Background: an optimization exercise with open tools, aiming at small area, a short achievable clock period and few clock cycles per item. Do not read the settings as production practice. Where RTL was checked, it was by simulation tests only, not by an equivalence proof against the original. Function not checked in run 1: the RTL went through the layout flow alone. Power and IR drop assume default switching activity.

## flow/design.v (module list and top-level ports; edited modules follow where they fit)
// module mulCore: 1385 lines
// module multiplierTop: 75 lines
module multiplierTop (
	input logic clk,
	input logic reset,
	input logic inValid,
	output logic inReady,
	input logic [35:0] inOperands,
	output logic outValid,
	input logic outReady,
	output logic [35:0] outProduct
);
  // ...
==> flow/run.sh <==
#!/bin/bash
# synth_recipe.tcl (not shown) runs the flow's synth.tcl, then flattens the netlist and writes it again
# the make line also repeats each setting of config.mk as NAME=value (left out here)
make -C /OpenROAD-flow-scripts/flow DESIGN_CONFIG=/design/flow/config.mk WORK_HOME=/design/flow/orfs CLKGATE_MAP_FILE= SYNTH_SCRIPT=/design/flow/synth_recipe.tcl finish
==> flow/config.mk <==
export PLATFORM = sky130hd
export DESIGN_NAME = multiplierTop
export DESIGN_NICKNAME = multiplierTop
export VERILOG_FILES = /design/flow/design.v
export SDC_FILE = /design/flow/constraint.sdc
export NUM_CORES = 4
export LEC_CHECK = 0
export CAP_MARGIN = 20
export CORE_MARGIN = 2
export CORE_UTILIZATION = 40
export SETUP_SLACK_MARGIN = 2.8
export SLEW_MARGIN = 20
==> flow/constraint.sdc <==
create_clock -name core_clock -period 5.0 [get_ports {clk}]
set_input_delay 1.0000 -clock core_clock [delete_from_list [all_inputs] [get_ports {clk}]]
set_output_delay 1.0000 -clock core_clock [all_outputs]
set_load 0.01 [all_outputs]
==> summary.md, run 1 <==
| Metric | Value |
|---|---|
| N_diodes | `0` |
| Final slew viol count | `0` |
| Compound-gate portion of the synthesized area | `9.405%` |
| Top reg by flops | `prodReg` |
| Area after DPL | `20310 um2` |
| Status | `timing/DRC/antenna clean` |
| Vias in the first global route | `11.59k` |
| Cell row count | `79` |
| Worst-case reg-to-reg path depth | `8` |
| M3 GR Usage | `3.423%` |
| Clock transition at the registers of the reported paths | `0.06 ns` |
| ANT nets after route | `0` |
| Most frequent cell after synthesis | `edfxtp_1` |
| Ys flop type | `edfxtp_1` |
| Heaviest power group | `combinational cells` |
| Total chip power | `15080 uW` |
| Final cycle utilization of the critical path | `50.95%` |
| P_comb | `6940 uW` |
| Layout cells sized above 1 | `31.11%` |
| Arrival time worst endpoint | `2.83 ns` |
| Most frequent cells in the layout | `311 x edfxtp_1, 138 x xnor2_1, 117 x buf_4, 116 x inv_1, 82 x a22oi_1` |
| CP Depth | `8` |
| Worst slew pin tran | `0.5752 ns` |
| M1 WL | `17.44 mm` |
| Crit path to | `mulCore_inst.r2_643` |
| Number of non-clock inverters | `141` |
| Switching Power | `4982 uW` |
| Largest delay share family, worst path | `adder cells` |
| Residual DRC | `0` |
| FF/Latch Area | `10200 um2` |
| Lkg Pwr | `0.009264 uW` |
| Worst setup SP type | `register` |
| Share of total power in sequential cells | `34.5%` |
| Fill cell count | `3831` |
| Post-synthesis register bit count | `354` |
| Clk buf depth | `3` |
| Sequential-to-total area share from yosys stat | `54.49%` |
| TritonCTS Buffers | `37` |
| Vias per inst | `5.014` |
| Slowest CP cell | `fa_2` |
| Synth Instances | `1366` |
==> module mulCore, before the edit <==
module mulCore (
	input wire clk,
	input wire [2:0] en,
	input wire [35:0] ops,
	output wire [35:0] prod
);
	wire w1;
	wire w2;
	wire w3;
	wire w4;
	wire w5;
	wire w6;
	wire w7;
	wire w8;
	wire w9;
	wire w10;
	wire w11;
	wire w12;
	wire w13;
	wire w14;
	wire w15;
	wire w16;
	wire w17;
	wire w18;
	wire w64;
	wire w65;
	wire w66;
	wire w67;
	wire w68;
	wire w69;
	wire w70;
	wire w71;
	wire w72;
	wire w73;
	wire w74;
	wire w75;
	wire w76;
	wire w77;
	wire w78;
	wire w79;
	wire w80;
	wire w81;
	wire w82;
	wire w83;
	wire w84;
	wire w85;
	wire w86;
	wire w87;
	wire w88;
	wire w89;
	wire w90;
	wire w91;
	wire w92;
	wire w93;
	wire w94;
	wire w95;
	wire w96;
	wire w97;
	wire w98;
	wire w99;
	wire w100;
	wire w101;
	wire w102;
	wire w103;
	wire w104;
	wire w105;
	wire w106;
	wire w107;
	wire w108;
	wire w109;
	wire w110;
	wire w111;
	wire w112;
	wire w113;
	wire w114;
	wire w115;
	wire w116;
	wire w117;
	wire w118;
	wire w119;
	wire w120;
	wire w121;
	wire w122;
	wire w123;
	wire w124;
	wire w125;
	wire w126;
	wire w127;
	wire w128;
	wire w129;
	wire w130;
	wire w131;
	wire w132;
	wire w133;
	wire w134;
	wire w135;
	wire w136;
	wire w137;
	wire w138;
	wire w139;
	wire w140;
	wire w141;
	wire w142;
	wire w143;
	wire w144;
	wire w145;
	wire w146;
	wire w147;
	wire w148;
	wire w149;
	wire w150;
	wire w151;
	wire w152;
	wire w153;
	wire w154;
	wire w155;
	wire w156;
	wire w157;
	wire w158;
	wire w159;
	wire w160;
	wire w161;
	wire w162;
	wire w163;
	wire w164;
	wire w165;
	wire w166;
	wire w167;
	wire w168;
	wire w169;
	wire w170;
	wire w171;
	wire w172;
	wire w173;
	wire w174;
	wire w175;
	wire w176;
	wire w177;
	wire w178;
	wire w179;
	wire w180;
	wire w181;
	wire w182;
	wire w183;
	wire w184;
	wire w185;
	wire w186;
	wire w187;
	wire w188;
	wire w189;
	wire w190;
	wire w191;
	wire w192;
	wire w193;
	wire w194;
	wire w195;
	wire w196;
	wire w197;
	wire w198;
	wire w199;
	wire w200;
	wire w201;
	wire w202;
	wire w203;
	wire w204;
	wire w205;
	wire w206;
	wire w207;
	wire w208;
	wire w209;
	wire w210;
	wire w211;
	wire w212;
	wire w213;
	wire w214;
	wire w215;
	wire w216;
	wire w217;
	wire w218;
	wire w219;
	wire w220;
	wire w221;
	wire w222;
	wire w223;
	wire w224;
	wire w225;
	wire w226;
	wire w227;
	wire w228;
	wire w229;
	wire w230;
	wire w231;
	wire w232;
	wire w233;
	wire w234;
	wire w235;
	wire w236;
	wire w237;
	wire w238;
	wire w239;
	wire w240;
	wire w241;
	wire w242;
	wire w243;
	wire w244;
	wire w245;
	wire w246;
	wire w247;
	wire w248;
	wire w249;
	wire w250;
	wire w251;
	wire w252;
	wire w253;
	wire w254;
	wire w255;
	wire w256;
	wire w257;
	wire w258;
	wire w259;
	wire w260;
	wire w261;
	wire w262;
	wire w263;
	wire w264;
	wire w265;
	wire w266;
	wire w267;
	wire w268;
	wire w269;
	wire w270;
	wire w271;
	wire w272;
	wire w273;
	wire w274;
	wire w275;
	wire w276;
	wire w277;
	wire w278;
	wire w279;
	wire w280;
	wire w281;
	wire w282;
	wire w283;
	wire w284;
	wire w285;
	wire w286;
	wire w287;
	wire w288;
	wire w289;
	wire w290;
	wire w291;
	wire w292;
	wire w293;
	wire w294;
	wire w295;
	wire w296;
	wire w297;
	wire w298;
	wire w299;
	wire w300;
	wire w301;
	wire w302;
	wire w303;
	wire w304;
	wire w305;
	wire w306;
	wire w307;
	wire w308;
	wire w309;
	wire w310;
	wire w311;
	wire w312;
	wire w313;
	wire w314;
	wire w315;
	wire w316;
	wire w317;
	wire w318;
	wire w319;
	wire w320;
	wire w321;
	wire w322;
	wire w323;
	wire w324;
	wire w325;
	wire w326;
	wire w327;
	wire w328;
	wire w329;
	wire w330;
	wire w331;
	wire w332;
	wire w333;
	wire w334;
	wire w335;
	wire w336;
	wire w337;
	wire w338;
	wire w339;
	wire w340;
	wire w341;
	wire w342;
	wire w343;
	wire w344;
	wire w345;
	wire w346;
	wire w347;
	wire w348;
	wire w349;
	wire w350;
	wire w351;
	wire w352;
	wire w353;
	wire w354;
	wire w355;
	wire w356;
	wire w357;
	wire w358;
	wire w359;
	wire w360;
	wire w361;
	wire w362;
	wire w363;
	wire w364;
	wire w365;
	wire w366;
	wire w367;
	wire w368;
	wire w369;
	wire w370;
	wire w371;
	wire w372;
	wire w373;
	wire w374;
	wire w375;
	wire w376;
	wire w377;
	wire w378;
	wire w379;
	wire w380;
	wire w381;
	wire w382;
	wire w383;
	wire w384;
	wire w385;
	wire w386;
	wire w387;
	wire w388;
	wire w389;
	wire w390;
	wire w391;
	wire w392;
	wire w393;
	wire w394;
	wire w395;
	wire w396;
	wire w397;
	wire w398;
	wire w399;
	wire w400;
	wire w401;
	wire w402;
	wire w403;
	wire w404;
	wire w508;
	wire w509;
	wire w510;
	wire w511;
	wire w512;
	wire w513;
	wire w514;
	wire w515;
	wire w516;
	wire w517;
	wire w518;
	wire w519;
	wire w520;
	wire w521;
	wire w522;
	wire w523;
	wire w524;
	wire w525;
	wire w526;
	wire w527;
	wire w528;
	wire w529;
	wire w530;
	wire w531;
	wire w532;
	wire w533;
	wire w534;
	wire w535;
	wire w536;
	wire w537;
	wire w538;
	wire w539;
	wire w540;
	wire w541;
	wire w542;
	wire w543;
	wire w544;
	wire w545;
	wire w546;
	wire w547;
	wire w548;
	wire w549;
	wire w550;
	wire w551;
	wire w552;
	wire w553;
	wire w554;
	wire w555;
	wire w556;
	wire w557;
	wire w558;
	wire w559;
	wire w560;
	wire w561;
	wire w562;
	wire w563;
	wire w564;
	wire w565;
	wire w566;
	wire w567;
	wire w568;
	wire w569;
	wire w570;
	wire w571;
	wire w572;
	wire w573;
	wire w574;
	wire w575;
	wire w576;
	wire w577;
	wire w578;
	wire w579;
	wire w580;
	wire w581;
	wire w582;
	wire w583;
	wire w584;
	wire w585;
	wire w586;
	wire w587;
	wire w588;
	wire w589;
	wire w590;
	wire w591;
	wire w592;
	wire w593;
	wire w594;
	wire w595;
	wire w596;
	wire w597;
	wire w598;
	wire w599;
	wire w600;
	wire w601;
	wire w602;
	wire w603;
	wire w604;
	wire w605;
	wire w606;
	wire w607;
	wire w608;
	wire w609;
	wire w610;
	wire w611;
	wire w612;
	wire w613;
	wire w614;
	wire w615;
	wire w616;
	wire w617;
	wire w618;
	wire w619;
	wire w620;
	wire w621;
	wire w622;
	wire w623;
	wire w624;
	wire w625;
	wire [16:0] lo626;
	reg r0_19;
	reg r0_20;
	reg r0_21;
	reg r0_22;
	reg r0_23;
	reg r0_24;
	reg r0_25;
	reg r0_26;
	reg r0_27;
	reg r0_28;
	reg r0_29;
	reg r0_30;
	reg r0_31;
	reg r0_32;
	reg r0_33;
	reg r0_34;
	reg r0_35;
	reg r0_36;
	reg r0_37;
	reg r0_38;
	reg r0_39;
	reg r0_40;
	reg r0_41;
	reg r0_42;
	reg r0_43;
	reg r0_44;
	reg r0_45;
	reg r0_46;
	reg r0_47;
	reg r0_48;
	reg r0_49;
	reg r0_50;
	reg r0_51;
	reg r0_52;
	reg r0_53;
	reg r0_54;
	reg r0_55;
	reg r0_56;
	reg r0_57;
	reg r0_58;
	reg r0_59;
	reg r0_60;
	reg r0_61;
	reg r0_62;
	reg r0_63;
	reg r1_405;
	reg r1_406;
	reg r1_407;
	reg r1_408;
	reg r1_409;
	reg r1_410;
	reg r1_411;
	reg r1_412;
	reg r1_413;
	reg r1_414;
	reg r1_415;
	reg r1_416;
	reg r1_417;
	reg r1_418;
	reg r1_419;
	reg r1_420;
	reg r1_421;
	reg r1_422;
	reg r1_423;
	reg r1_424;
	reg r1_425;
	reg r1_426;
	reg r1_427;
	reg r1_428;
	reg r1_429;
	reg r1_430;
	reg r1_431;
	reg r1_432;
	reg r1_433;
	reg r1_434;
	reg r1_435;
	reg r1_436;
	reg r1_437;
	reg r1_438;
	reg r1_439;
	reg r1_440;
	reg r1_441;
	reg r1_442;
	reg r1_443;
	reg r1_444;
	reg r1_445;
	reg r1_446;
	reg r1_447;
	reg r1_448;
	reg r1_449;
	reg r1_450;
	reg r1_451;
	reg r1_452;
	reg r1_453;
	reg r1_454;
	reg r1_455;
	reg r1_456;
	reg r1_457;
	reg r1_458;
	reg r1_459;
	reg r1_460;
	reg r1_461;
	reg r1_462;
	reg r1_463;
	reg r1_464;
	reg r1_465;
	reg r1_466;
	reg r1_467;
	reg r1_468;
	reg r1_469;
	reg r1_470;
	reg r1_471;
	reg r1_472;
	reg r1_473;
	reg r1_474;
	reg r1_475;
	reg r1_476;
	reg r1_477;
	reg r1_478;
	reg r1_479;
	reg r1_480;
	reg r1_481;
	reg r1_482;
	reg r1_483;
	reg r1_484;
	reg r1_485;
	reg r1_486;
	reg r1_487;
	reg r1_488;
	reg r1_489;
	reg r1_490;
	reg r1_491;
	reg r1_492;
	reg r1_493;
	reg r1_494;
	reg r1_495;
	reg r1_496;
	reg r1_497;
	reg r1_498;
	reg r1_499;
	reg r1_500;
	reg r1_501;
	reg r1_502;
	reg r1_503;
	reg r1_504;
	reg r1_505;
	reg r1_506;
	reg r1_507;
	reg r2_627;
	reg r2_628;
	reg r2_629;
	reg r2_630;
	reg r2_631;
	reg r2_632;
	reg r2_633;
	reg r2_634;
	reg r2_635;
	reg r2_636;
	reg r2_637;
	reg r2_638;
	reg r2_639;
	reg r2_640;
	reg r2_641;
	reg r2_642;
	reg r2_643;
	reg r2_644;
	reg r2_645;
	reg r2_646;
	reg r2_647;
	reg r2_648;
	reg r2_649;
	reg r2_650;
	reg r2_651;
	reg r2_652;
	reg r2_653;
	reg r2_654;
	reg r2_655;
	reg r2_656;
	reg r2_657;
	reg r2_658;
	reg r2_659;
	reg r2_660;
	reg r2_661;
	reg r2_662;
	reg r2_663;
	reg r2_664;
	reg r2_665;
	reg r2_666;
	reg r2_667;
	reg r2_668;
	reg r2_669;
	reg r2_670;
	reg r2_671;
	reg r2_672;
	reg r2_673;
	reg r2_674;
	reg r2_675;
	reg r2_676;
	reg r2_677;
	reg r2_678;
	reg r2_679;
	reg r2_680;
	reg r2_681;
	assign w1 = ops[0];
	assign w2 = ops[1] & ~ops[0];
	assign w3 = ops[2] ^ ops[1];
	assign w4 = (ops[3] & ~ops[2] & ~ops[1]) | (~ops[3] & ops[2] & ops[1]);
	assign w5 = ops[4] ^ ops[3];
	assign w6 = (ops[5] & ~ops[4] & ~ops[3]) | (~ops[5] & ops[4] & ops[3]);
	assign w7 = ops[6] ^ ops[5];
	assign w8 = (ops[7] & ~ops[6] & ~ops[5]) | (~ops[7] & ops[6] & ops[5]);
	assign w9 = ops[8] ^ ops[7];
	assign w10 = (ops[9] & ~ops[8] & ~ops[7]) | (~ops[9] & ops[8] & ops[7]);
	assign w11 = ops[10] ^ ops[9];
	assign w12 = (ops[11] & ~ops[10] & ~ops[9]) | (~ops[11] & ops[10] & ops[9]);
	assign w13 = ops[12] ^ ops[11];
	assign w14 = (ops[13] & ~ops[12] & ~ops[11]) | (~ops[13] & ops[12] & ops[11]);
	assign w15 = ops[14] ^ ops[13];
	assign w16 = (ops[15] & ~ops[14] & ~ops[13]) | (~ops[15] & ops[14] & ops[13]);
	assign w17 = ops[16] ^ ops[15];
	assign w18 = (ops[17] & ~ops[16] & ~ops[15]) | (~ops[17] & ops[16] & ops[15]);
	assign w64 = ((r0_37 & r0_19)) ^ r0_55;
	assign w65 = ((r0_37 & r0_20) | (r0_46 & r0_19)) ^ r0_55;
	assign w66 = ((r0_37 & r0_21) | (r0_46 & r0_20)) ^ r0_55;
	assign w67 = ((r0_37 & r0_22) | (r0_46 & r0_21)) ^ r0_55;
	assign w68 = ((r0_37 & r0_23) | (r0_46 & r0_22)) ^ r0_55;
	assign w69 = ((r0_37 & r0_24) | (r0_46 & r0_23)) ^ r0_55;
	assign w70 = ((r0_37 & r0_25) | (r0_46 & r0_24)) ^ r0_55;
	assign w71 = ((r0_37 & r0_26) | (r0_46 & r0_25)) ^ r0_55;
	assign w72 = ((r0_37 & r0_27) | (r0_46 & r0_26)) ^ r0_55;
	assign w73 = ((r0_37 & r0_28) | (r0_46 & r0_27)) ^ r0_55;
	assign w74 = ((r0_37 & r0_29) | (r0_46 & r0_28)) ^ r0_55;
	assign w75 = ((r0_37 & r0_30) | (r0_46 & r0_29)) ^ r0_55;
	assign w76 = ((r0_37 & r0_31) | (r0_46 & r0_30)) ^ r0_55;
	assign w77 = ((r0_37 & r0_32) | (r0_46 & r0_31)) ^ r0_55;
	assign w78 = ((r0_37 & r0_33) | (r0_46 & r0_32)) ^ r0_55;
	assign w79 = ((r0_37 & r0_34) | (r0_46 & r0_33)) ^ r0_55;
	assign w80 = ((r0_37 & r0_35) | (r0_46 & r0_34)) ^ r0_55;
	assign w81 = ((r0_37 & r0_36) | (r0_46 & r0_35)) ^ r0_55;
	assign w82 = ~(((r0_37 & r0_36) | (r0_46 & r0_36)) ^ r0_55);
	assign w83 = ((r0_38 & r0_19)) ^ r0_56;
	assign w84 = ((r0_38 & r0_20) | (r0_47 & r0_19)) ^ r0_56;
	assign w85 = ((r0_38 & r0_21) | (r0_47 & r0_20)) ^ r0_56;
	assign w86 = ((r0_38 & r0_22) | (r0_47 & r0_21)) ^ r0_56;
	assign w87 = ((r0_38 & r0_23) | (r0_47 & r0_22)) ^ r0_56;
	assign w88 = ((r0_38 & r0_24) | (r0_47 & r0_23)) ^ r0_56;
	assign w89 = ((r0_38 & r0_25) | (r0_47 & r0_24)) ^ r0_56;
	assign w90 = ((r0_38 & r0_26) | (r0_47 & r0_25)) ^ r0_56;
	assign w91 = ((r0_38 & r0_27) | (r0_47 & r0_26)) ^ r0_56;
	assign w92 = ((r0_38 & r0_28) | (r0_47 & r0_27)) ^ r0_56;
	assign w93 = ((r0_38 & r0_29) | (r0_47 & r0_28)) ^ r0_56;
	assign w94 = ((r0_38 & r0_30) | (r0_47 & r0_29)) ^ r0_56;
	assign w95 = ((r0_38 & r0_31) | (r0_47 & r0_30)) ^ r0_56;
	assign w96 = ((r0_38 & r0_32) | (r0_47 & r0_31)) ^ r0_56;
	assign w97 = ((r0_38 & r0_33) | (r0_47 & r0_32)) ^ r0_56;
	assign w98 = ((r0_38 & r0_34) | (r0_47 & r0_33)) ^ r0_56;
	assign w99 = ((r0_38 & r0_35) | (r0_47 & r0_34)) ^ r0_56;
	assign w100 = ((r0_38 & r0_36) | (r0_47 & r0_35)) ^ r0_56;
	assign w101 = ~(((r0_38 & r0_36) | (r0_47 & r0_36)) ^ r0_56);
	assign w102 = ((r0_39 & r0_19)) ^ r0_57;
	assign w103 = ((r0_39 & r0_20) | (r0_48 & r0_19)) ^ r0_57;
	assign w104 = ((r0_39 & r0_21) | (r0_48 & r0_20)) ^ r0_57;
	assign w105 = ((r0_39 & r0_22) | (r0_48 & r0_21)) ^ r0_57;
	assign w106 = ((r0_39 & r0_23) | (r0_48 & r0_22)) ^ r0_57;
	assign w107 = ((r0_39 & r0_24) | (r0_48 & r0_23)) ^ r0_57;
	assign w108 = ((r0_39 & r0_25) | (r0_48 & r0_24)) ^ r0_57;
	assign w109 = ((r0_39 & r0_26) | (r0_48 & r0_25)) ^ r0_57;
	assign w110 = ((r0_39 & r0_27) | (r0_48 & r0_26)) ^ r0_57;
	assign w111 = ((r0_39 & r0_28) | (r0_48 & r0_27)) ^ r0_57;
	assign w112 = ((r0_39 & r0_29) | (r0_48 & r0_28)) ^ r0_57;
	assign w113 = ((r0_39 & r0_30) | (r0_48 & r0_29)) ^ r0_57;
	assign w114 = ((r0_39 & r0_31) | (r0_48 & r0_30)) ^ r0_57;
	assign w115 = ((r0_39 & r0_32) | (r0_48 & r0_31)) ^ r0_57;
	assign w116 = ((r0_39 & r0_33) | (r0_48 & r0_32)) ^ r0_57;
	assign w117 = ((r0_39 & r0_34) | (r0_48 & r0_33)) ^ r0_57;
	assign w118 = ((r0_39 & r0_35) | (r0_48 & r0_34)) ^ r0_57;
	assign w119 = ((r0_39 & r0_36) | (r0_48 & r0_35)) ^ r0_57;
	assign w120 = ~(((r0_39 & r0_36) | (r0_48 & r0_36)) ^ r0_57);
	assign w121 = ((r0_40 & r0_19)) ^ r0_58;
	assign w122 = ((r0_40 & r0_20) | (r0_49 & r0_19)) ^ r0_58;
	assign w123 = ((r0_40 & r0_21) | (r0_49 & r0_20)) ^ r0_58;
	assign w124 = ((r0_40 & r0_22) | (r0_49 & r0_21)) ^ r0_58;
	assign w125 = ((r0_40 & r0_23) | (r0_49 & r0_22)) ^ r0_58;
	assign w126 = ((r0_40 & r0_24) | (r0_49 & r0_23)) ^ r0_58;
	assign w127 = ((r0_40 & r0_25) | (r0_49 & r0_24)) ^ r0_58;
	assign w128 = ((r0_40 & r0_26) | (r0_49 & r0_25)) ^ r0_58;
	assign w129 = ((r0_40 & r0_27) | (r0_49 & r0_26)) ^ r0_58;
	assign w130 = ((r0_40 & r0_28) | (r0_49 & r0_27)) ^ r0_58;
	assign w131 = ((r0_40 & r0_29) | (r0_49 & r0_28)) ^ r0_58;
	assign w132 = ((r0_40 & r0_30) | (r0_49 & r0_29)) ^ r0_58;
	assign w133 = ((r0_40 & r0_31) | (r0_49 & r0_30)) ^ r0_58;
	assign w134 = ((r0_40 & r0_32) | (r0_49 & r0_31)) ^ r0_58;
	assign w135 = ((r0_40 & r0_33) | (r0_49 & r0_32)) ^ r0_58;
	assign w136 = ((r0_40 & r0_34) | (r0_49 & r0_33)) ^ r0_58;
	assign w137 = ((r0_40 & r0_35) | (r0_49 & r0_34)) ^ r0_58;
	assign w138 = ((r0_40 & r0_36) | (r0_49 & r0_35)) ^ r0_58;
	assign w139 = ~(((r0_40 & r0_36) | (r0_49 & r0_36)) ^ r0_58);
	assign w140 = ((r0_41 & r0_19)) ^ r0_59;
	assign w141 = ((r0_41 & r0_20) | (r0_50 & r0_19)) ^ r0_59;
	assign w142 = ((r0_41 & r0_21) | (r0_50 & r0_20)) ^ r0_59;
	assign w143 = ((r0_41 & r0_22) | (r0_50 & r0_21)) ^ r0_59;
	assign w144 = ((r0_41 & r0_23) | (r0_50 & r0_22)) ^ r0_59;
	assign w145 = ((r0_41 & r0_24) | (r0_50 & r0_23)) ^ r0_59;
	assign w146 = ((r0_41 & r0_25) | (r0_50 & r0_24)) ^ r0_59;
	assign w147 = ((r0_41 & r0_26) | (r0_50 & r0_25)) ^ r0_59;
	assign w148 = ((r0_41 & r0_27) | (r0_50 & r0_26)) ^ r0_59;
	assign w149 = ((r0_41 & r0_28) | (r0_50 & r0_27)) ^ r0_59;
	assign w150 = ((r0_41 & r0_29) | (r0_50 & r0_28)) ^ r0_59;
	assign w151 = ((r0_41 & r0_30) | (r0_50 & r0_29)) ^ r0_59;
	assign w152 = ((r0_41 & r0_31) | (r0_50 & r0_30)) ^ r0_59;
	assign w153 = ((r0_41 & r0_32) | (r0_50 & r0_31)) ^ r0_59;
	assign w154 = ((r0_41 & r0_33) | (r0_50 & r0_32)) ^ r0_59;
	assign w155 = ((r0_41 & r0_34) | (r0_50 & r0_33)) ^ r0_59;
	assign w156 = ((r0_41 & r0_35) | (r0_50 & r0_34)) ^ r0_59;
	assign w157 = ((r0_41 & r0_36) | (r0_50 & r0_35)) ^ r0_59;
	assign w158 = ~(((r0_41 & r0_36) | (r0_50 & r0_36)) ^ r0_59);
	assign w159 = ((r0_42 & r0_19)) ^ r0_60;
	assign w160 = ((r0_42 & r0_20) | (r0_51 & r0_19)) ^ r0_60;
	assign w161 = ((r0_42 & r0_21) | (r0_51 & r0_20)) ^ r0_60;
	assign w162 = ((r0_42 & r0_22) | (r0_51 & r0_21)) ^ r0_60;
	assign w163 = ((r0_42 & r0_23) | (r0_51 & r0_22)) ^ r0_60;
	assign w164 = ((r0_42 & r0_24) | (r0_51 & r0_23)) ^ r0_60;
	assign w165 = ((r0_42 & r0_25) | (r0_51 & r0_24)) ^ r0_60;
	assign w166 = ((r0_42 & r0_26) | (r0_51 & r0_25)) ^ r0_60;
	assign w167 = ((r0_42 & r0_27) | (r0_51 & r0_26)) ^ r0_60;
	assign w168 = ((r0_42 & r0_28) | (r0_51 & r0_27)) ^ r0_60;
	assign w169 = ((r0_42 & r0_29) | (r0_51 & r0_28)) ^ r0_60;
	assign w170 = ((r0_42 & r0_30) | (r0_51 & r0_29)) ^ r0_60;
	assign w171 = ((r0_42 & r0_31) | (r0_51 & r0_30)) ^ r0_60;
	assign w172 = ((r0_42 & r0_32) | (r0_51 & r0_31)) ^ r0_60;
	assign w173 = ((r0_42 & r0_33) | (r0_51 & r0_32)) ^ r0_60;
	assign w174 = ((r0_42 & r0_34) | (r0_51 & r0_33)) ^ r0_60;
	assign w175 = ((r0_42 & r0_35) | (r0_51 & r0_34)) ^ r0_60;
	assign w176 = ((r0_42 & r0_36) | (r0_51 & r0_35)) ^ r0_60;
	assign w177 = ~(((r0_42 & r0_36) | (r0_51 & r0_36)) ^ r0_60);
	assign w178 = ((r0_43 & r0_19)) ^ r0_61;
	assign w179 = ((r0_43 & r0_20) | (r0_52 & r0_19)) ^ r0_61;
	assign w180 = ((r0_43 & r0_21) | (r0_52 & r0_20)) ^ r0_61;
	assign w181 = ((r0_43 & r0_22) | (r0_52 & r0_21)) ^ r0_61;
	assign w182 = ((r0_43 & r0_23) | (r0_52 & r0_22)) ^ r0_61;
	assign w183 = ((r0_43 & r0_24) | (r0_52 & r0_23)) ^ r0_61;
	assign w184 = ((r0_43 & r0_25) | (r0_52 & r0_24)) ^ r0_61;
	assign w185 = ((r0_43 & r0_26) | (r0_52 & r0_25)) ^ r0_61;
	assign w186 = ((r0_43 & r0_27) | (r0_52 & r0_26)) ^ r0_61;
	assign w187 = ((r0_43 & r0_28) | (r0_52 & r0_27)) ^ r0_61;
	assign w188 = ((r0_43 & r0_29) | (r0_52 & r0_28)) ^ r0_61;
	assign w189 = ((r0_43 & r0_30) | (r0_52 & r0_29)) ^ r0_61;
	assign w190 = ((r0_43 & r0_31) | (r0_52 & r0_30)) ^ r0_61;
	assign w191 = ((r0_43 & r0_32) | (r0_52 & r0_31)) ^ r0_61;
	assign w192 = ((r0_43 & r0_33) | (r0_52 & r0_32)) ^ r0_61;
	assign w193 = ((r0_43 & r0_34) | (r0_52 & r0_33)) ^ r0_61;
	assign w194 = ((r0_43 & r0_35) | (r0_52 & r0_34)) ^ r0_61;
	assign w195 = ((r0_43 & r0_36) | (r0_52 & r0_35)) ^ r0_61;
	assign w196 = ~(((r0_43 & r0_36) | (r0_52 & r0_36)) ^ r0_61);
	assign w197 = ((r0_44 & r0_19)) ^ r0_62;
	assign w198 = ((r0_44 & r0_20) | (r0_53 & r0_19)) ^ r0_62;
	assign w199 = ((r0_44 & r0_21) | (r0_53 & r0_20)) ^ r0_62;
	assign w200 = ((r0_44 & r0_22) | (r0_53 & r0_21)) ^ r0_62;
	assign w201 = ((r0_44 & r0_23) | (r0_53 & r0_22)) ^ r0_62;
	assign w202 = ((r0_44 & r0_24) | (r0_53 & r0_23)) ^ r0_62;
	assign w203 = ((r0_44 & r0_25) | (r0_53 & r0_24)) ^ r0_62;
	assign w204 = ((r0_44 & r0_26) | (r0_53 & r0_25)) ^ r0_62;
	assign w205 = ((r0_44 & r0_27) | (r0_53 & r0_26)) ^ r0_62;
	assign w206 = ((r0_44 & r0_28) | (r0_53 & r0_27)) ^ r0_62;
	assign w207 = ((r0_44 & r0_29) | (r0_53 & r0_28)) ^ r0_62;
	assign w208 = ((r0_44 & r0_30) | (r0_53 & r0_29)) ^ r0_62;
	assign w209 = ((r0_44 & r0_31) | (r0_53 & r0_30)) ^ r0_62;
	assign w210 = ((r0_44 & r0_32) | (r0_53 & r0_31)) ^ r0_62;
	assign w211 = ((r0_44 & r0_33) | (r0_53 & r0_32)) ^ r0_62;
	assign w212 = ((r0_44 & r0_34) | (r0_53 & r0_33)) ^ r0_62;
	assign w213 = ((r0_44 & r0_35) | (r0_53 & r0_34)) ^ r0_62;
	assign w214 = ((r0_44 & r0_36) | (r0_53 & r0_35)) ^ r0_62;
	assign w215 = ~(((r0_44 & r0_36) | (r0_53 & r0_36)) ^ r0_62);
	assign w216 = ((r0_45 & r0_19)) ^ r0_63;
	assign w217 = ((r0_45 & r0_20) | (r0_54 & r0_19)) ^ r0_63;
	assign w218 = ((r0_45 & r0_21) | (r0_54 & r0_20)) ^ r0_63;
	assign w219 = ((r0_45 & r0_22) | (r0_54 & r0_21)) ^ r0_63;
	assign w220 = ((r0_45 & r0_23) | (r0_54 & r0_22)) ^ r0_63;
	assign w221 = ((r0_45 & r0_24) | (r0_54 & r0_23)) ^ r0_63;
	assign w222 = ((r0_45 & r0_25) | (r0_54 & r0_24)) ^ r0_63;
	assign w223 = ((r0_45 & r0_26) | (r0_54 & r0_25)) ^ r0_63;
	assign w224 = ((r0_45 & r0_27) | (r0_54 & r0_26)) ^ r0_63;
	assign w225 = ((r0_45 & r0_28) | (r0_54 & r0_27)) ^ r0_63;
	assign w226 = ((r0_45 & r0_29) | (r0_54 & r0_28)) ^ r0_63;
	assign w227 = ((r0_45 & r0_30) | (r0_54 & r0_29)) ^ r0_63;
	assign w228 = ((r0_45 & r0_31) | (r0_54 & r0_30)) ^ r0_63;
	assign w229 = ((r0_45 & r0_32) | (r0_54 & r0_31)) ^ r0_63;
	assign w230 = ((r0_45 & r0_33) | (r0_54 & r0_32)) ^ r0_63;
	assign w231 = ((r0_45 & r0_34) | (r0_54 & r0_33)) ^ r0_63;
	assign w232 = ((r0_45 & r0_35) | (r0_54 & r0_34)) ^ r0_63;
	assign w233 = ((r0_45 & r0_36) | (r0_54 & r0_35)) ^ r0_63;
	assign w234 = ~(((r0_45 & r0_36) | (r0_54 & r0_36)) ^ r0_63);
	assign w235 = r0_56 ^ w66 ^ w83;
	assign w236 = (r0_56 & w66) | (r0_56 & w83) | (w66 & w83);
	assign w237 = w67 ^ w84 ^ w236;
	assign w238 = (w67 & w84) | (w67 & w236) | (w84 & w236);
	assign w239 = r0_57 ^ w68 ^ w85;
	assign w240 = (r0_57 & w68) | (r0_57 & w85) | (w68 & w85);
	assign w241 = w69 ^ w86 ^ w103;
	assign w242 = (w69 & w86) | (w69 & w103) | (w86 & w103);
	assign w243 = r0_58 ^ w70 ^ w87;
	assign w244 = (r0_58 & w70) | (r0_58 & w87) | (w70 & w87);
	assign w245 = w104 ^ w121 ^ w242;
	assign w246 = (w104 & w121) | (w104 & w242) | (w121 & w242);
	assign w247 = w71 ^ w88 ^ w105;
	assign w248 = (w71 & w88) | (w71 & w105) | (w88 & w105);
	assign w249 = w122 ^ w244 ^ w247;
	assign w250 = (w122 & w244) | (w122 & w247) | (w244 & w247);
	assign w251 = r0_59 ^ w72 ^ w89;
	assign w252 = (r0_59 & w72) | (r0_59 & w89) | (w72 & w89);
	assign w253 = w106 ^ w123 ^ w140;
	assign w254 = (w106 & w123) | (w106 & w140) | (w123 & w140);
	assign w255 = w248 ^ w251 ^ w253;
	assign w256 = (w248 & w251) | (w248 & w253) | (w251 & w253);
	assign w257 = w73 ^ w90 ^ w107;
	assign w258 = (w73 & w90) | (w73 & w107) | (w90 & w107);
	assign w259 = w124 ^ w141 ^ w252;
	assign w260 = (w124 & w141) | (w124 & w252) | (w141 & w252);
	assign w261 = r0_60 ^ w74 ^ w91;
	assign w262 = (r0_60 & w74) | (r0_60 & w91) | (w74 & w91);
	assign w263 = w108 ^ w125 ^ w142;
	assign w264 = (w108 & w125) | (w108 & w142) | (w125 & w142);
	assign w265 = w159 ^ w258 ^ w261;
	assign w266 = (w159 & w258) | (w159 & w261) | (w258 & w261);
	assign w267 = w75 ^ w92 ^ w109;
	assign w268 = (w75 & w92) | (w75 & w109) | (w92 & w109);
	assign w269 = w126 ^ w143 ^ w160;
	assign w270 = (w126 & w143) | (w126 & w160) | (w143 & w160);
	assign w271 = w262 ^ w264 ^ w267;
	assign w272 = (w262 & w264) | (w262 & w267) | (w264 & w267);
	assign w273 = r0_61 ^ w76 ^ w93;
	assign w274 = (r0_61 & w76) | (r0_61 & w93) | (w76 & w93);
	assign w275 = w110 ^ w127 ^ w144;
	assign w276 = (w110 & w127) | (w110 & w144) | (w127 & w144);
	assign w277 = w161 ^ w178 ^ w268;
	assign w278 = (w161 & w178) | (w161 & w268) | (w178 & w268);
	assign w279 = w270 ^ w273 ^ w275;
	assign w280 = (w270 & w273) | (w270 & w275) | (w273 & w275);
	assign w281 = w77 ^ w94 ^ w111;
	assign w282 = (w77 & w94) | (w77 & w111) | (w94 & w111);
	assign w283 = w128 ^ w145 ^ w162;
	assign w284 = (w128 & w145) | (w128 & w162) | (w145 & w162);
	assign w285 = w179 ^ w274 ^ w276;
	assign w286 = (w179 & w274) | (w179 & w276) | (w274 & w276);
	assign w287 = r0_62 ^ w78 ^ w95;
	assign w288 = (r0_62 & w78) | (r0_62 & w95) | (w78 & w95);
	assign w289 = w112 ^ w129 ^ w146;
	assign w290 = (w112 & w129) | (w112 & w146) | (w129 & w146);
	assign w291 = w163 ^ w180 ^ w197;
	assign w292 = (w163 & w180) | (w163 & w197) | (w180 & w197);
	assign w293 = w282 ^ w284 ^ w287;
	assign w294 = (w282 & w284) | (w282 & w287) | (w284 & w287);
	assign w295 = w79 ^ w96 ^ w113;
	assign w296 = (w79 & w96) | (w79 & w113) | (w96 & w113);
	assign w297 = w130 ^ w147 ^ w164;
	assign w298 = (w130 & w147) | (w130 & w164) | (w147 & w164);
	assign w299 = w181 ^ w198 ^ w288;
	assign w300 = (w181 & w198) | (w181 & w288) | (w198 & w288);
	assign w301 = w290 ^ w292 ^ w295;
	assign w302 = (w290 & w292) | (w290 & w295) | (w292 & w295);
	assign w303 = r0_63 ^ w80 ^ w97;
	assign w304 = (r0_63 & w80) | (r0_63 & w97) | (w80 & w97);
	assign w305 = w114 ^ w131 ^ w148;
	assign w306 = (w114 & w131) | (w114 & w148) | (w131 & w148);
	assign w307 = w165 ^ w182 ^ w199;
	assign w308 = (w165 & w182) | (w165 & w199) | (w182 & w199);
	assign w309 = w216 ^ w296 ^ w298;
	assign w310 = (w216 & w296) | (w216 & w298) | (w296 & w298);
	assign w311 = w303 ^ w305 ^ w307;
	assign w312 = (w303 & w305) | (w303 & w307) | (w305 & w307);
	assign w313 = w81 ^ w98 ^ w115;
	assign w314 = (w81 & w98) | (w81 & w115) | (w98 & w115);
	assign w315 = w132 ^ w149 ^ w166;
	assign w316 = (w132 & w149) | (w132 & w166) | (w149 & w166);
	assign w317 = w183 ^ w200 ^ w217;
	assign w318 = (w183 & w200) | (w183 & w217) | (w200 & w217);
	assign w319 = w304 ^ w306 ^ w308;
	assign w320 = (w304 & w306) | (w304 & w308) | (w306 & w308);
	assign w321 = w313 ^ w315 ^ w317;
	assign w322 = (w313 & w315) | (w313 & w317) | (w315 & w317);
	assign w323 = 1'b1 ^ w82 ^ w99;
	assign w324 = (1'b1 & w82) | (1'b1 & w99) | (w82 & w99);
	assign w325 = w116 ^ w133 ^ w150;
	assign w326 = (w116 & w133) | (w116 & w150) | (w133 & w150);
	assign w327 = w167 ^ w184 ^ w201;
	assign w328 = (w167 & w184) | (w167 & w201) | (w184 & w201);
	assign w329 = w218 ^ w314 ^ w316;
	assign w330 = (w218 & w314) | (w218 & w316) | (w314 & w316);
	assign w331 = w318 ^ w323 ^ w325;
	assign w332 = (w318 & w323) | (w318 & w325) | (w323 & w325);
	assign w333 = 1'b1 ^ w100 ^ w117;
	assign w334 = (1'b1 & w100) | (1'b1 & w117) | (w100 & w117);
	assign w335 = w134 ^ w151 ^ w168;
	assign w336 = (w134 & w151) | (w134 & w168) | (w151 & w168);
	assign w337 = w185 ^ w202 ^ w219;
	assign w338 = (w185 & w202) | (w185 & w219) | (w202 & w219);
	assign w339 = w324 ^ w326 ^ w328;
	assign w340 = (w324 & w326) | (w324 & w328) | (w326 & w328);
	assign w341 = w333 ^ w335 ^ w337;
	assign w342 = (w333 & w335) | (w333 & w337) | (w335 & w337);
	assign w343 = w101 ^ w118 ^ w135;
	assign w344 = (w101 & w118) | (w101 & w135) | (w118 & w135);
	assign w345 = w152 ^ w169 ^ w186;
	assign w346 = (w152 & w169) | (w152 & w186) | (w169 & w186);
	assign w347 = w203 ^ w220 ^ w334;
	assign w348 = (w203 & w220) | (w203 & w334) | (w220 & w334);
	assign w349 = w336 ^ w338 ^ w343;
	assign w350 = (w336 & w338) | (w336 & w343) | (w338 & w343);
	assign w351 = 1'b1 ^ w119 ^ w136;
	assign w352 = (1'b1 & w119) | (1'b1 & w136) | (w119 & w136);
	assign w353 = w153 ^ w170 ^ w187;
	assign w354 = (w153 & w170) | (w153 & w187) | (w170 & w187);
	assign w355 = w204 ^ w221 ^ w344;
	assign w356 = (w204 & w221) | (w204 & w344) | (w221 & w344);
	assign w357 = w346 ^ w351 ^ w353;
	assign w358 = (w346 & w351) | (w346 & w353) | (w351 & w353);
	assign w359 = w120 ^ w137 ^ w154;
	assign w360 = (w120 & w137) | (w120 & w154) | (w137 & w154);
	assign w361 = w171 ^ w188 ^ w205;
	assign w362 = (w171 & w188) | (w171 & w205) | (w188 & w205);
	assign w363 = w222 ^ w352 ^ w354;
	assign w364 = (w222 & w352) | (w222 & w354) | (w352 & w354);
	assign w365 = 1'b1 ^ w138 ^ w155;
	assign w366 = (1'b1 & w138) | (1'b1 & w155) | (w138 & w155);
	assign w367 = w172 ^ w189 ^ w206;
	assign w368 = (w172 & w189) | (w172 & w206) | (w189 & w206);
	assign w369 = w223 ^ w360 ^ w362;
	assign w370 = (w223 & w360) | (w223 & w362) | (w360 & w362);
	assign w371 = w139 ^ w156 ^ w173;
	assign w372 = (w139 & w156) | (w139 & w173) | (w156 & w173);
	assign w373 = w190 ^ w207 ^ w224;
	assign w374 = (w190 & w207) | (w190 & w224) | (w207 & w224);
	assign w375 = w366 ^ w368 ^ w371;
	assign w376 = (w366 & w368) | (w366 & w371) | (w368 & w371);
	assign w377 = 1'b1 ^ w157 ^ w174;
	assign w378 = (1'b1 & w157) | (1'b1 & w174) | (w157 & w174);
	assign w379 = w191 ^ w208 ^ w225;
	assign w380 = (w191 & w208) | (w191 & w225) | (w208 & w225);
	assign w381 = w372 ^ w374 ^ w377;
	assign w382 = (w372 & w374) | (w372 & w377) | (w374 & w377);
	assign w383 = w158 ^ w175 ^ w192;
	assign w384 = (w158 & w175) | (w158 & w192) | (w175 & w192);
	assign w385 = w209 ^ w226 ^ w378;
	assign w386 = (w209 & w226) | (w209 & w378) | (w226 & w378);
	assign w387 = 1'b1 ^ w176 ^ w193;
	assign w388 = (1'b1 & w176) | (1'b1 & w193) | (w176 & w193);
	assign w389 = w210 ^ w227 ^ w384;
	assign w390 = (w210 & w227) | (w210 & w384) | (w227 & w384);
	assign w391 = w177 ^ w194 ^ w211;
	assign w392 = (w177 & w194) | (w177 & w211) | (w194 & w211);
	assign w393 = w228 ^ w388 ^ w391;
	assign w394 = (w228 & w388) | (w228 & w391) | (w388 & w391);
	assign w395 = 1'b1 ^ w195 ^ w212;
	assign w396 = (1'b1 & w195) | (1'b1 & w212) | (w195 & w212);
	assign w397 = w229 ^ w392 ^ w395;
	assign w398 = (w229 & w392) | (w229 & w395) | (w392 & w395);
	assign w399 = w196 ^ w213 ^ w230;
	assign w400 = (w196 & w213) | (w196 & w230) | (w213 & w230);
	assign w401 = 1'b1 ^ w214 ^ w231;
	assign w402 = (1'b1 & w214) | (1'b1 & w231) | (w214 & w231);
	assign w403 = w215 ^ w232 ^ w402;
	assign w404 = (w215 & w232) | (w215 & w402) | (w232 & w402);
	assign w508 = r1_410 ^ r1_411;
	assign w509 = r1_410 & r1_411;
	assign w510 = r1_413 ^ r1_414;
	assign w511 = r1_413 & r1_414;
	assign w512 = r1_415 ^ r1_416;
	assign w513 = r1_415 & r1_416;
	assign w514 = r1_417 ^ r1_418;
	assign w515 = r1_417 & r1_418;
	assign w516 = r1_419 ^ r1_420;
	assign w517 = r1_419 & r1_420;
	assign w518 = r1_421 ^ r1_422 ^ r1_423;
	assign w519 = (r1_421 & r1_422) | (r1_421 & r1_423) | (r1_422 & r1_423);
	assign w520 = r1_424 ^ w517;
	assign w521 = r1_424 & w517;
	assign w522 = r1_425 ^ r1_426 ^ r1_427;
	assign w523 = (r1_425 & r1_426) | (r1_425 & r1_427) | (r1_426 & r1_427);
	assign w524 = w519 ^ w521;
	assign w525 = w519 & w521;
	assign w526 = r1_428 ^ r1_429 ^ r1_430;
	assign w527 = (r1_428 & r1_429) | (r1_428 & r1_430) | (r1_429 & r1_430);
	assign w528 = w523 ^ w526;
	assign w529 = w523 & w526;
	assign w530 = r1_431 ^ r1_432 ^ r1_433;
	assign w531 = (r1_431 & r1_432) | (r1_431 & r1_433) | (r1_432 & r1_433);
	assign w532 = w527 ^ w530;
	assign w533 = w527 & w530;
	assign w534 = r1_434 ^ r1_435 ^ r1_436;
	assign w535 = (r1_434 & r1_435) | (r1_434 & r1_436) | (r1_435 & r1_436);
	assign w536 = r1_437 ^ r1_438 ^ w531;
	assign w537 = (r1_437 & r1_438) | (r1_437 & w531) | (r1_438 & w531);
	assign w538 = w534 ^ w533;
	assign w539 = w534 & w533;
	assign w540 = r1_439 ^ r1_440 ^ r1_441;
	assign w541 = (r1_439 & r1_440) | (r1_439 & r1_441) | (r1_440 & r1_441);
	assign w542 = r1_442 ^ w535 ^ w540;
	assign w543 = (r1_442 & w535) | (r1_442 & w540) | (w535 & w540);
	assign w544 = w537 ^ w539;
	assign w545 = w537 & w539;
	assign w546 = r1_443 ^ r1_444 ^ r1_445;
	assign w547 = (r1_443 & r1_444) | (r1_443 & r1_445) | (r1_444 & r1_445);
	assign w548 = r1_446 ^ w541 ^ w546;
	assign w549 = (r1_446 & w541) | (r1_446 & w546) | (w541 & w546);
	assign w550 = w543 ^ w548;
	assign w551 = w543 & w548;
	assign w552 = r1_447 ^ r1_448 ^ r1_449;
	assign w553 = (r1_447 & r1_448) | (r1_447 & r1_449) | (r1_448 & r1_449);
	assign w554 = r1_450 ^ w547 ^ w552;
	assign w555 = (r1_450 & w547) | (r1_450 & w552) | (w547 & w552);
	assign w556 = w549 ^ w554;
	assign w557 = w549 & w554;
	assign w558 = r1_451 ^ r1_452 ^ r1_453;
	assign w559 = (r1_451 & r1_452) | (r1_451 & r1_453) | (r1_452 & r1_453);
	assign w560 = r1_454 ^ w553 ^ w558;
	assign w561 = (r1_454 & w553) | (r1_454 & w558) | (w553 & w558);
	assign w562 = w555 ^ w560;
	assign w563 = w555 & w560;
	assign w564 = r1_455 ^ r1_456 ^ r1_457;
	assign w565 = (r1_455 & r1_456) | (r1_455 & r1_457) | (r1_456 & r1_457);
	assign w566 = r1_458 ^ r1_459 ^ w559;
	assign w567 = (r1_458 & r1_459) | (r1_458 & w559) | (r1_459 & w559);
	assign w568 = w564 ^ w561 ^ w566;
	assign w569 = (w564 & w561) | (w564 & w566) | (w561 & w566);
	assign w570 = r1_460 ^ r1_461 ^ r1_462;
	assign w571 = (r1_460 & r1_461) | (r1_460 & r1_462) | (r1_461 & r1_462);
	assign w572 = r1_463 ^ w565 ^ w570;
	assign w573 = (r1_463 & w565) | (r1_463 & w570) | (w565 & w570);
	assign w574 = w567 ^ w572;
	assign w575 = w567 & w572;
	assign w576 = r1_464 ^ r1_465 ^ r1_466;
	assign w577 = (r1_464 & r1_465) | (r1_464 & r1_466) | (r1_465 & r1_466);
	assign w578 = r1_467 ^ r1_468 ^ w571;
	assign w579 = (r1_467 & r1_468) | (r1_467 & w571) | (r1_468 & w571);
	assign w580 = w576 ^ w573 ^ w578;
	assign w581 = (w576 & w573) | (w576 & w578) | (w573 & w578);
	assign w582 = r1_469 ^ r1_470 ^ r1_471;
	assign w583 = (r1_469 & r1_470) | (r1_469 & r1_471) | (r1_470 & r1_471);
	assign w584 = r1_472 ^ w577 ^ w582;
	assign w585 = (r1_472 & w577) | (r1_472 & w582) | (w577 & w582);
	assign w586 = w579 ^ w584;
	assign w587 = w579 & w584;
	assign w588 = r1_473 ^ r1_474 ^ r1_475;
	assign w589 = (r1_473 & r1_474) | (r1_473 & r1_475) | (r1_474 & r1_475);
	assign w590 = r1_476 ^ r1_477 ^ w583;
	assign w591 = (r1_476 & r1_477) | (r1_476 & w583) | (r1_477 & w583);
	assign w592 = w588 ^ w585 ^ w590;
	assign w593 = (w588 & w585) | (w588 & w590) | (w585 & w590);
	assign w594 = r1_478 ^ r1_479 ^ r1_480;
	assign w595 = (r1_478 & r1_479) | (r1_478 & r1_480) | (r1_479 & r1_480);
	assign w596 = r1_481 ^ w589 ^ w594;
	assign w597 = (r1_481 & w589) | (r1_481 & w594) | (w589 & w594);
	assign w598 = w591 ^ w596;
	assign w599 = w591 & w596;
	assign w600 = r1_482 ^ r1_483 ^ r1_484;
	assign w601 = (r1_482 & r1_483) | (r1_482 & r1_484) | (r1_483 & r1_484);
	assign w602 = w595 ^ w600 ^ w597;
	assign w603 = (w595 & w600) | (w595 & w597) | (w600 & w597);
	assign w604 = r1_485 ^ r1_486 ^ r1_487;
	assign w605 = (r1_485 & r1_486) | (r1_485 & r1_487) | (r1_486 & r1_487);
	assign w606 = w601 ^ w604;
	assign w607 = w601 & w604;
	assign w608 = r1_488 ^ r1_489 ^ r1_490;
	assign w609 = (r1_488 & r1_489) | (r1_488 & r1_490) | (r1_489 & r1_490);
	assign w610 = r1_491 ^ w605 ^ w608;
	assign w611 = (r1_491 & w605) | (r1_491 & w608) | (w605 & w608);
	assign w612 = r1_492 ^ r1_493 ^ r1_494;
	assign w613 = (r1_492 & r1_493) | (r1_492 & r1_494) | (r1_493 & r1_494);
	assign w614 = w609 ^ w612;
	assign w615 = w609 & w612;
	assign w616 = r1_495 ^ r1_496 ^ w613;
	assign w617 = (r1_495 & r1_496) | (r1_495 & w613) | (r1_496 & w613);
	assign w618 = r1_497 ^ r1_498;
	assign w619 = r1_497 & r1_498;
	assign w620 = r1_499 ^ r1_500 ^ r1_501;
	assign w621 = (r1_499 & r1_500) | (r1_499 & r1_501) | (r1_500 & r1_501);
	assign w622 = r1_502 ^ r1_503;
	assign w623 = r1_502 & r1_503;
	assign w624 = 1'b1 ^ r1_505;
	assign w625 = 1'b1 & r1_505;
	assign lo626 = {1'b0, w545, w542, w536, w529, w525, w522, w518, w515, w513, w511, w509, r1_412, r1_409, r1_408, r1_407, r1_405} + {1'b0, w550, w544, w538, w532, w528, w524, w520, w516, w514, w512, w510, w508, 1'b0, 1'b0, 1'b0, r1_406};
	always @(posedge clk) begin
		if (en[0]) begin
			r0_19 <= ops[18];
			r0_20 <= ops[19];
			r0_21 <= ops[20];
			r0_22 <= ops[21];
			r0_23 <= ops[22];
			r0_24 <= ops[23];
			r0_25 <= ops[24];
			r0_26 <= ops[25];
			r0_27 <= ops[26];
			r0_28 <= ops[27];
			r0_29 <= ops[28];
			r0_30 <= ops[29];
			r0_31 <= ops[30];
			r0_32 <= ops[31];
			r0_33 <= ops[32];
			r0_34 <= ops[33];
			r0_35 <= ops[34];
			r0_36 <= ops[35];
			r0_37 <= w1;
			r0_38 <= w3;
			r0_39 <= w5;
			r0_40 <= w7;
			r0_41 <= w9;
			r0_42 <= w11;
			r0_43 <= w13;
			r0_44 <= w15;
			r0_45 <= w17;
			r0_46 <= w2;
			r0_47 <= w4;
			r0_48 <= w6;
			r0_49 <= w8;
			r0_50 <= w10;
			r0_51 <= w12;
			r0_52 <= w14;
			r0_53 <= w16;
			r0_54 <= w18;
			r0_55 <= ops[1];
			r0_56 <= ops[3];
			r0_57 <= ops[5];
			r0_58 <= ops[7];
			r0_59 <= ops[9];
			r0_60 <= ops[11];
			r0_61 <= ops[13];
			r0_62 <= ops[15];
			r0_63 <= ops[17];
		end
	end
	always @(posedge clk) begin
		if (en[1]) begin
			r1_405 <= r0_55;
			r1_406 <= w64;
			r1_407 <= w65;
			r1_408 <= w235;
			r1_409 <= w237;
			r1_410 <= w102;
			r1_411 <= w239;
			r1_412 <= w238;
			r1_413 <= w240;
			r1_414 <= w241;
			r1_415 <= w243;
			r1_416 <= w245;
			r1_417 <= w246;
			r1_418 <= w249;
			r1_419 <= w250;
			r1_420 <= w255;
			r1_421 <= w254;
			r1_422 <= w257;
			r1_423 <= w256;
			r1_424 <= w259;
			r1_425 <= w263;
			r1_426 <= w260;
			r1_427 <= w265;
			r1_428 <= w269;
			r1_429 <= w266;
			r1_430 <= w271;
			r1_431 <= w272;
			r1_432 <= w277;
			r1_433 <= w279;
			r1_434 <= w281;
			r1_435 <= w283;
			r1_436 <= w278;
			r1_437 <= w280;
			r1_438 <= w285;
			r1_439 <= w289;
			r1_440 <= w291;
			r1_441 <= w286;
			r1_442 <= w293;
			r1_443 <= w297;
			r1_444 <= w294;
			r1_445 <= w299;
			r1_446 <= w301;
			r1_447 <= w300;
			r1_448 <= w302;
			r1_449 <= w309;
			r1_450 <= w311;
			r1_451 <= w310;
			r1_452 <= w312;
			r1_453 <= w319;
			r1_454 <= w321;
			r1_455 <= w327;
			r1_456 <= w320;
			r1_457 <= w322;
			r1_458 <= w329;
			r1_459 <= w331;
			r1_460 <= w330;
			r1_461 <= w332;
			r1_462 <= w339;
			r1_463 <= w341;
			r1_464 <= w345;
			r1_465 <= w340;
			r1_466 <= w342;
			r1_467 <= w347;
			r1_468 <= w349;
			r1_469 <= w348;
			r1_470 <= w350;
			r1_471 <= w355;
			r1_472 <= w357;
			r1_473 <= w359;
			r1_474 <= w361;
			r1_475 <= w356;
			r1_476 <= w358;
			r1_477 <= w363;
			r1_478 <= w365;
			r1_479 <= w367;
			r1_480 <= w364;
			r1_481 <= w369;
			r1_482 <= w373;
			r1_483 <= w370;
			r1_484 <= w375;
			r1_485 <= w379;
			r1_486 <= w376;
			r1_487 <= w381;
			r1_488 <= w380;
			r1_489 <= w383;
			r1_490 <= w382;
			r1_491 <= w385;
			r1_492 <= w387;
			r1_493 <= w386;
			r1_494 <= w389;
			r1_495 <= w390;
			r1_496 <= w393;
			r1_497 <= w394;
			r1_498 <= w397;
			r1_499 <= w396;
			r1_500 <= w399;
			r1_501 <= w398;
			r1_502 <= w400;
			r1_503 <= w401;
			r1_504 <= w403;
			r1_505 <= w233;
			r1_506 <= w404;
			r1_507 <= w234;
		end
	end
	always @(posedge clk) begin
		if (en[2]) begin
			r2_627 <= lo626[0];
			r2_628 <= lo626[1];
			r2_629 <= lo626[2];
			r2_630 <= lo626[3];
			r2_631 <= lo626[4];
			r2_632 <= lo626[5];
			r2_633 <= lo626[6];
			r2_634 <= lo626[7];
			r2_635 <= lo626[8];
			r2_636 <= lo626[9];
			r2_637 <= lo626[10];
			r2_638 <= lo626[11];
			r2_639 <= lo626[12];
			r2_640 <= lo626[13];
			r2_641 <= lo626[14];
			r2_642 <= lo626[15];
			r2_643 <= lo626[16];
			r2_644 <= w551;
			r2_645 <= w556;
			r2_646 <= w557;
			r2_647 <= w562;
			r2_648 <= w563;
			r2_649 <= w568;
			r2_650 <= w574;
			r2_651 <= w569;
			r2_652 <= w575;
			r2_653 <= w580;
			r2_654 <= w586;
			r2_655 <= w581;
			r2_656 <= w587;
			r2_657 <= w592;
			r2_658 <= w598;
			r2_659 <= w593;
			r2_660 <= w599;
			r2_661 <= w602;
			r2_662 <= w606;
			r2_663 <= w603;
			r2_664 <= w607;
			r2_665 <= w610;
			r2_666 <= w614;
			r2_667 <= w611;
			r2_668 <= w615;
			r2_669 <= w616;
			r2_670 <= w618;
			r2_671 <= w617;
			r2_672 <= w619;
			r2_673 <= w620;
			r2_674 <= w622;
			r2_675 <= w621;
			r2_676 <= r1_504;
			r2_677 <= w623;
			r2_678 <= r1_506;
			r2_679 <= w624;
			r2_680 <= r1_507;
			r2_681 <= w625;
		end
	end
	wire [19:0] hiA = {1'b1, r2_680, r2_678, r2_676, r2_674, r2_672, r2_670, r2_668, r2_666, r2_664, r2_662, r2_660, r2_658, r2_656, r2_654, r2_652, r2_650, r2_648, r2_646, r2_644};
	wire [19:0] hiB = {1'b0, r2_681, r2_679, r2_677, r2_675, r2_673, r2_671, r2_669, r2_667, r2_665, r2_663, r2_661, r2_659, r2_657, r2_655, r2_653, r2_651, r2_649, r2_647, r2_645};
	wire [20:0] hiSum = {hiA, 1'b1} + {hiB, r2_643};
	assign prod = {hiSum[20:1], r2_642, r2_641, r2_640, r2_639, r2_638, r2_637, r2_636, r2_635, r2_634, r2_633, r2_632, r2_631, r2_630, r2_629, r2_628, r2_627};
endmodule
==> run 2: changes to the inputs <==
--- a/flow/design.v
+++ b/flow/design.v
@@ -488,7 +488,7 @@
 	wire w623;
 	wire w624;
 	wire w625;
-	wire [16:0] lo626;
+	wire [12:0] lo626;
 	reg r0_19;
 	reg r0_20;
 	reg r0_21;
@@ -692,6 +692,10 @@
 	reg r2_679;
 	reg r2_680;
 	reg r2_681;
+	reg r2_682;
+	reg r2_683;
+	reg r2_684;
+	reg r2_685;
 	assign w1 = ops[0];
 	assign w2 = ops[1] & ~ops[0];
 	assign w3 = ops[2] ^ ops[1];
@@ -1169,7 +1173,7 @@
 	assign w623 = r1_502 & r1_503;
 	assign w624 = 1'b1 ^ r1_505;
 	assign w625 = 1'b1 & r1_505;
-	assign lo626 = {1'b0, w545, w542, w536, w529, w525, w522, w518, w515, w513, w511, w509, r1_412, r1_409, r1_408, r1_407, r1_405} + {1'b0, w550, w544, w538, w532, w528, w524, w520, w516, w514, w512, w510, w508, 1'b0, 1'b0, 1'b0, r1_406};
+	assign lo626 = {1'b0, w525, w522, w518, w515, w513, w511, w509, r1_412, r1_409, r1_408, r1_407, r1_405} + {1'b0, w528, w524, w520, w516, w514, w512, w510, w508, 1'b0, 1'b0, 1'b0, r1_406};
 	always @(posedge clk) begin
 		if (en[0]) begin
 			r0_19 <= ops[18];
@@ -1341,54 +1345,58 @@
 			r2_637 <= lo626[10];
 			r2_638 <= lo626[11];
 			r2_639 <= lo626[12];
-			r2_640 <= lo626[13];
-			r2_641 <= lo626[14];
-			r2_642 <= lo626[15];
-			r2_643 <= lo626[16];
-			r2_644 <= w551;
-			r2_645 <= w556;
-			r2_646 <= w557;
-			r2_647 <= w562;
-			r2_648 <= w563;
-			r2_649 <= w568;
-			r2_650 <= w574;
-			r2_651 <= w569;
-			r2_652 <= w575;
-			r2_653 <= w580;
-			r2_654 <= w586;
-			r2_655 <= w581;
-			r2_656 <= w587;
-			r2_657 <= w592;
-			r2_658 <= w598;
-			r2_659 <= w593;
-			r2_660 <= w599;
-			r2_661 <= w602;
-			r2_662 <= w606;
-			r2_663 <= w603;
-			r2_664 <= w607;
-			r2_665 <= w610;
-			r2_666 <= w614;
-			r2_667 <= w611;
-			r2_668 <= w615;
-			r2_669 <= w616;
-			r2_670 <= w618;
-			r2_671 <= w617;
-			r2_672 <= w619;
-			r2_673 <= w620;
-			r2_674 <= w622;
-			r2_675 <= w621;
-			r2_676 <= r1_504;
-			r2_677 <= w623;
-			r2_678 <= r1_506;
-			r2_679 <= w624;
-			r2_680 <= r1_507;
-			r2_681 <= w625;
+			r2_640 <= w529;
+			r2_641 <= w532;
+			r2_642 <= w536;
+			r2_643 <= w538;
+			r2_644 <= w542;
+			r2_645 <= w544;
+			r2_646 <= w545;
+			r2_647 <= w550;
+			r2_648 <= w551;
+			r2_649 <= w556;
+			r2_650 <= w557;
+			r2_651 <= w562;
+			r2_652 <= w563;
+			r2_653 <= w568;
+			r2_654 <= w574;
+			r2_655 <= w569;
+			r2_656 <= w575;
+			r2_657 <= w580;
+			r2_658 <= w586;
+			r2_659 <= w581;
+			r2_660 <= w587;
+			r2_661 <= w592;
+			r2_662 <= w598;
+			r2_663 <= w593;
+			r2_664 <= w599;
+			r2_665 <= w602;
+			r2_666 <= w606;
+			r2_667 <= w603;
+			r2_668 <= w607;
+			r2_669 <= w610;
+			r2_670 <= w614;
+			r2_671 <= w611;
+			r2_672 <= w615;
+			r2_673 <= w616;
+			r2_674 <= w618;
+			r2_675 <= w617;
+			r2_676 <= w619;
+			r2_677 <= w620;
+			r2_678 <= w622;
+			r2_679 <= w621;
+			r2_680 <= r1_504;
+			r2_681 <= w623;
+			r2_682 <= r1_506;
+			r2_683 <= w624;
+			r2_684 <= r1_507;
+			r2_685 <= w625;
 		end
 	end
-	wire [19:0] hiA = {1'b1, r2_680, r2_678, r2_676, r2_674, r2_672, r2_670, r2_668, r2_666, r2_664, r2_662, r2_660, r2_658, r2_656, r2_654, r2_652, r2_650, r2_648, r2_646, r2_644};
-	wire [19:0] hiB = {1'b0, r2_681, r2_679, r2_677, r2_675, r2_673, r2_671, r2_669, r2_667, r2_665, r2_663, r2_661, r2_659, r2_657, r2_655, r2_653, r2_651, r2_649, r2_647, r2_645};
-	wire [20:0] hiSum = {hiA, 1'b1} + {hiB, r2_643};
-	assign prod = {hiSum[20:1], r2_642, r2_641, r2_640, r2_639, r2_638, r2_637, r2_636, r2_635, r2_634, r2_633, r2_632, r2_631, r2_630, r2_629, r2_628, r2_627};
+	wire [23:0] hiA = {1'b1, r2_684, r2_682, r2_680, r2_678, r2_676, r2_674, r2_672, r2_670, r2_668, r2_666, r2_664, r2_662, r2_660, r2_658, r2_656, r2_654, r2_652, r2_650, r2_648, r2_646, r2_644, r2_642, r2_640};
+	wire [23:0] hiB = {1'b0, r2_685, r2_683, r2_681, r2_679, r2_677, r2_675, r2_673, r2_671, r2_669, r2_667, r2_665, r2_663, r2_661, r2_659, r2_657, r2_655, r2_653, r2_651, r2_649, r2_647, r2_645, r2_643, r2_641};
+	wire [24:0] hiSum = {hiA, 1'b1} + {hiB, r2_639};
+	assign prod = {hiSum[24:1], r2_638, r2_637, r2_636, r2_635, r2_634, r2_633, r2_632, r2_631, r2_630, r2_629, r2_628, r2_627};
 endmodule
 `default_nettype wire
 `default_nettype none
==> run 2 against run 1 <==
Net effect: clock skew is 0.013 ns lower; core utilization down 0.67 points; non-clock buffer count is 3 lower; cell area is 1.1% lower; routed wire length shrank 1.2%; critical endpoint is now mulCore_inst.r1_442; largest cell class unchanged; largest power group unchanged.
==> summary.md, run 2 <==
| Metric | Value |
|---|---|
| CTS sink cnt | `358` |
| Synth Instances | `1368 (+0.15%)` |
| Setup TNS | `0 ns` |
| Vias per inst | `5.036 (+0.44%)` |
| First-pass GRT wire length | `63.40 mm` |
| Layout cells sized above 1 | `26.52% (-4.6 points)` |
| Clock H-tree levels | `2` |
| Biggest fanout along the worst timing path | `10` |
| Die area | `48790 um2` |
| N_diodes | `0 (unchanged)` |
| Worst setup SP type | `register` |
| Yosys top cell by area | `edfxtp_1` |
| Hold Path Class | `reg2reg` |
| Synth Cell Area | `18810 um2` |
| Post-synthesis register bit count | `358 (+1.1%)` |
| Final slew viol count | `0 (unchanged)` |
| Fmax | `427.3 MHz` |
| Synth Area per Inst | `13.75 um2` |
| Root Driver | `clkbuf_16` |
| GR Layer Usage met2 | `26.50%` |
| R2R Setup Slk | `2.66 ns` |
| Clk buf depth | `3 (unchanged)` |
| DRT Pass-1 Iters | `6` |
| Nets@finish | `1783` |
| Wire length per cell | `18.20 um` |
| Worst R2R End | `mulCore_inst.r1_442` |
| Top reg by flops | `prodReg` |
| Final cycle utilization of the critical path | `46.80% (-4.1 points)` |
| TritonCTS Buffers | `39 (+5.4%)` |
| Dpl hpwl | `24.36 mm` |
| Residual DRC | `0 (unchanged)` |
| Worst Hold Depth | `0` |
| Clock transition at the registers of the reported paths | `0.06 ns (about the same)` |
| Hold-fix buffers at CTS | `0` |
| Global route overflow | `0` |
| Slowest CP cell | `fa_2` |
| Vias in the first global route | `11.64k (+0.44%)` |
| RSZ-0062 raised after global routing | `true` |
| RR Startpoint | `mulCore_inst.r0_30` |
| IR drop worst, VDD | `0.0002130 V` |
| Worst slew pin tran | `0.6699 ns (+0.09478 ns)` |
| Syn nets | `1584` |
| ANT nets after route | `0 (unchanged)` |
| Most frequent cells in the layout | `315 x edfxtp_1, 141 x xnor2_1, 121 x inv_1, 110 x buf_4, 94 x a22oi_1` |
| Largest net degree at the start of global routing | `60` |
| Lkg Pwr | `0.009344 uW (+0.86%)` |
| Fin crit period | `2.340 ns` |
| Synth unique cells | `56` |
| Sequential-to-total area share from yosys stat | `54.85% (+0.36 points)` |
| EDFF count, synth | `315` |
| Initial antenna violation count | `0` |
| Share of the synthesized area in the top cell type | `50.28%` |
| CP max stage delay | `0.58 ns` |
| Clock skew | `0.01254 ns` |
| GR peak layer | `met2` |
| Arrival time worst endpoint | `2.63 ns (-0.20 ns)` |
| Count of warnings emitted by yosys | `3` |
| Commonest non-fill, non-tap cell in the layout | `edfxtp_1` |
| Ys flop type | `edfxtp_1` |
| Core ar. | `46460 um2` |
| Met1 usage | `21.51%` |
| Worst-case reg-to-reg path depth | `6 (-2)` |
| Most frequent cell after synthesis | `edfxtp_1` |
| Largest delay share family, worst path | `adder cells` |
| DP Worst Slack | `1.496 ns` |
| Status | `timing/DRC/antenna clean` |
| Post-synth top cells | `315 x edfxtp_1, 153 x a22oi_1, 151 x xnor2_1` |
| DR vias | `11.09k` |
| M3 GR Usage | `2.735% (-0.69 points)` |
| Fill cell count | `3873 (+1.1%)` |
| Cell row count | `79 (unchanged)` |
## run 2: what timing repair did
item / CTS / global route
pin swaps: 37 / 48
gates resized for setup: 151 / 95
setup endpoints to repair: 336 / 232
buffers inserted: 142 / 14
gates cloned: 4 / 5
## run 2: through the flow
step | std cells | hold WS [ns] | total power, uW | cell area [um2]
floorplan | 1368 | 0.4003 | 8536 | 19310
global placement | 1968 | 0.4025 | 9852 | 20270
detailed placement | 1968 | 0.4045 | 9978 | 20270
CTS | 2183 | 0.4176 | 13190 | 23430
global route | 2202 | 0.4214 | 14330 | 24080
finish | 2202 | 0.4156 | 13320 | 24080
## run 2: worst max path at each step
stage,from,endpoint,slack [ns],cells after the start
floorplan,outReady,mulCore_inst.r2_627,2.27,4
global placement,outReady,mulCore_inst.r1_506,1.53,6
detailed placement,outReady,mulCore_inst.r1_503,1.50,6
CTS,mulCore_inst.r0_41,mulCore_inst.r1_433,2.70,7
global route,mulCore_inst.r0_30,mulCore_inst.r1_446,2.60,6
finish,mulCore_inst.r0_30,mulCore_inst.r1_442,2.66,6
## run 2: area by class of cell
cell class	count	area (um2)	area share, %
clock buffer	59	1112	4.620
inverter	129	491.7	2.042
timing repair buffer	252	2823	11.72
multi-input combinational	787	8468	35.17
sequential	358	10320	42.88
tap	607	759.5	3.155
clock inverter	10	97.59	0.4054
## run 2: per-layer routing
layer,up-vias,part of all wire [%],wire [um]
met5,-,0,0
li1,5243,-,-
met1,5390,43,17280
met2,347,47,18950
met4,0,3.9,1559
met3,110,5.7,2284
## run 2: power breakdown
part           internal, uW  switching, uW  total [uW]
combinational          2570           2800        5370
clock                  1590           1120        2710
sequential             4880            364        5240
## run 2: cell families after synthesis
logic type	count (synthesis)	synth area share (%)
AOI/OAI and AO/OA	251	9.656
adders and majority gates	176	16.25
DFF	358	54.85
and+or+nand+nor	113	2.846
buffers and inverters	225	4.582
muxes	38	2.175
xor gates and xnor gates	207	9.636
Testbench counts of run 2, summed over its fixed seeds: cycles 32,048, items 32,000.

[static timing again, ports no longer ideal]
Ports are ideal in the flow. The routed layouts listed here were re-timed in OpenROAD. Step 1: set_driving_cell puts a clkbuf_16 on clk and a buf_2 on each other input, an assumption about the parent block. Step 2 times the ports against the registers' clock, not the clock port: input delays grow and output delays shrink by t, the midpoint of the rising clock arrivals with the driver on. a / b / c = no drivers / after step 1 / after step 2; a / b = the first two.
| run | shift t [ns] | setup slack, ns |
|---|---|---|
| run 1 | 0.589 | 2.452 / 2.452 / 2.452 |
| run 2 | 0.603 | 2.660 / 2.660 / 2.506 |
After both steps setup and hold are still met in every run listed.
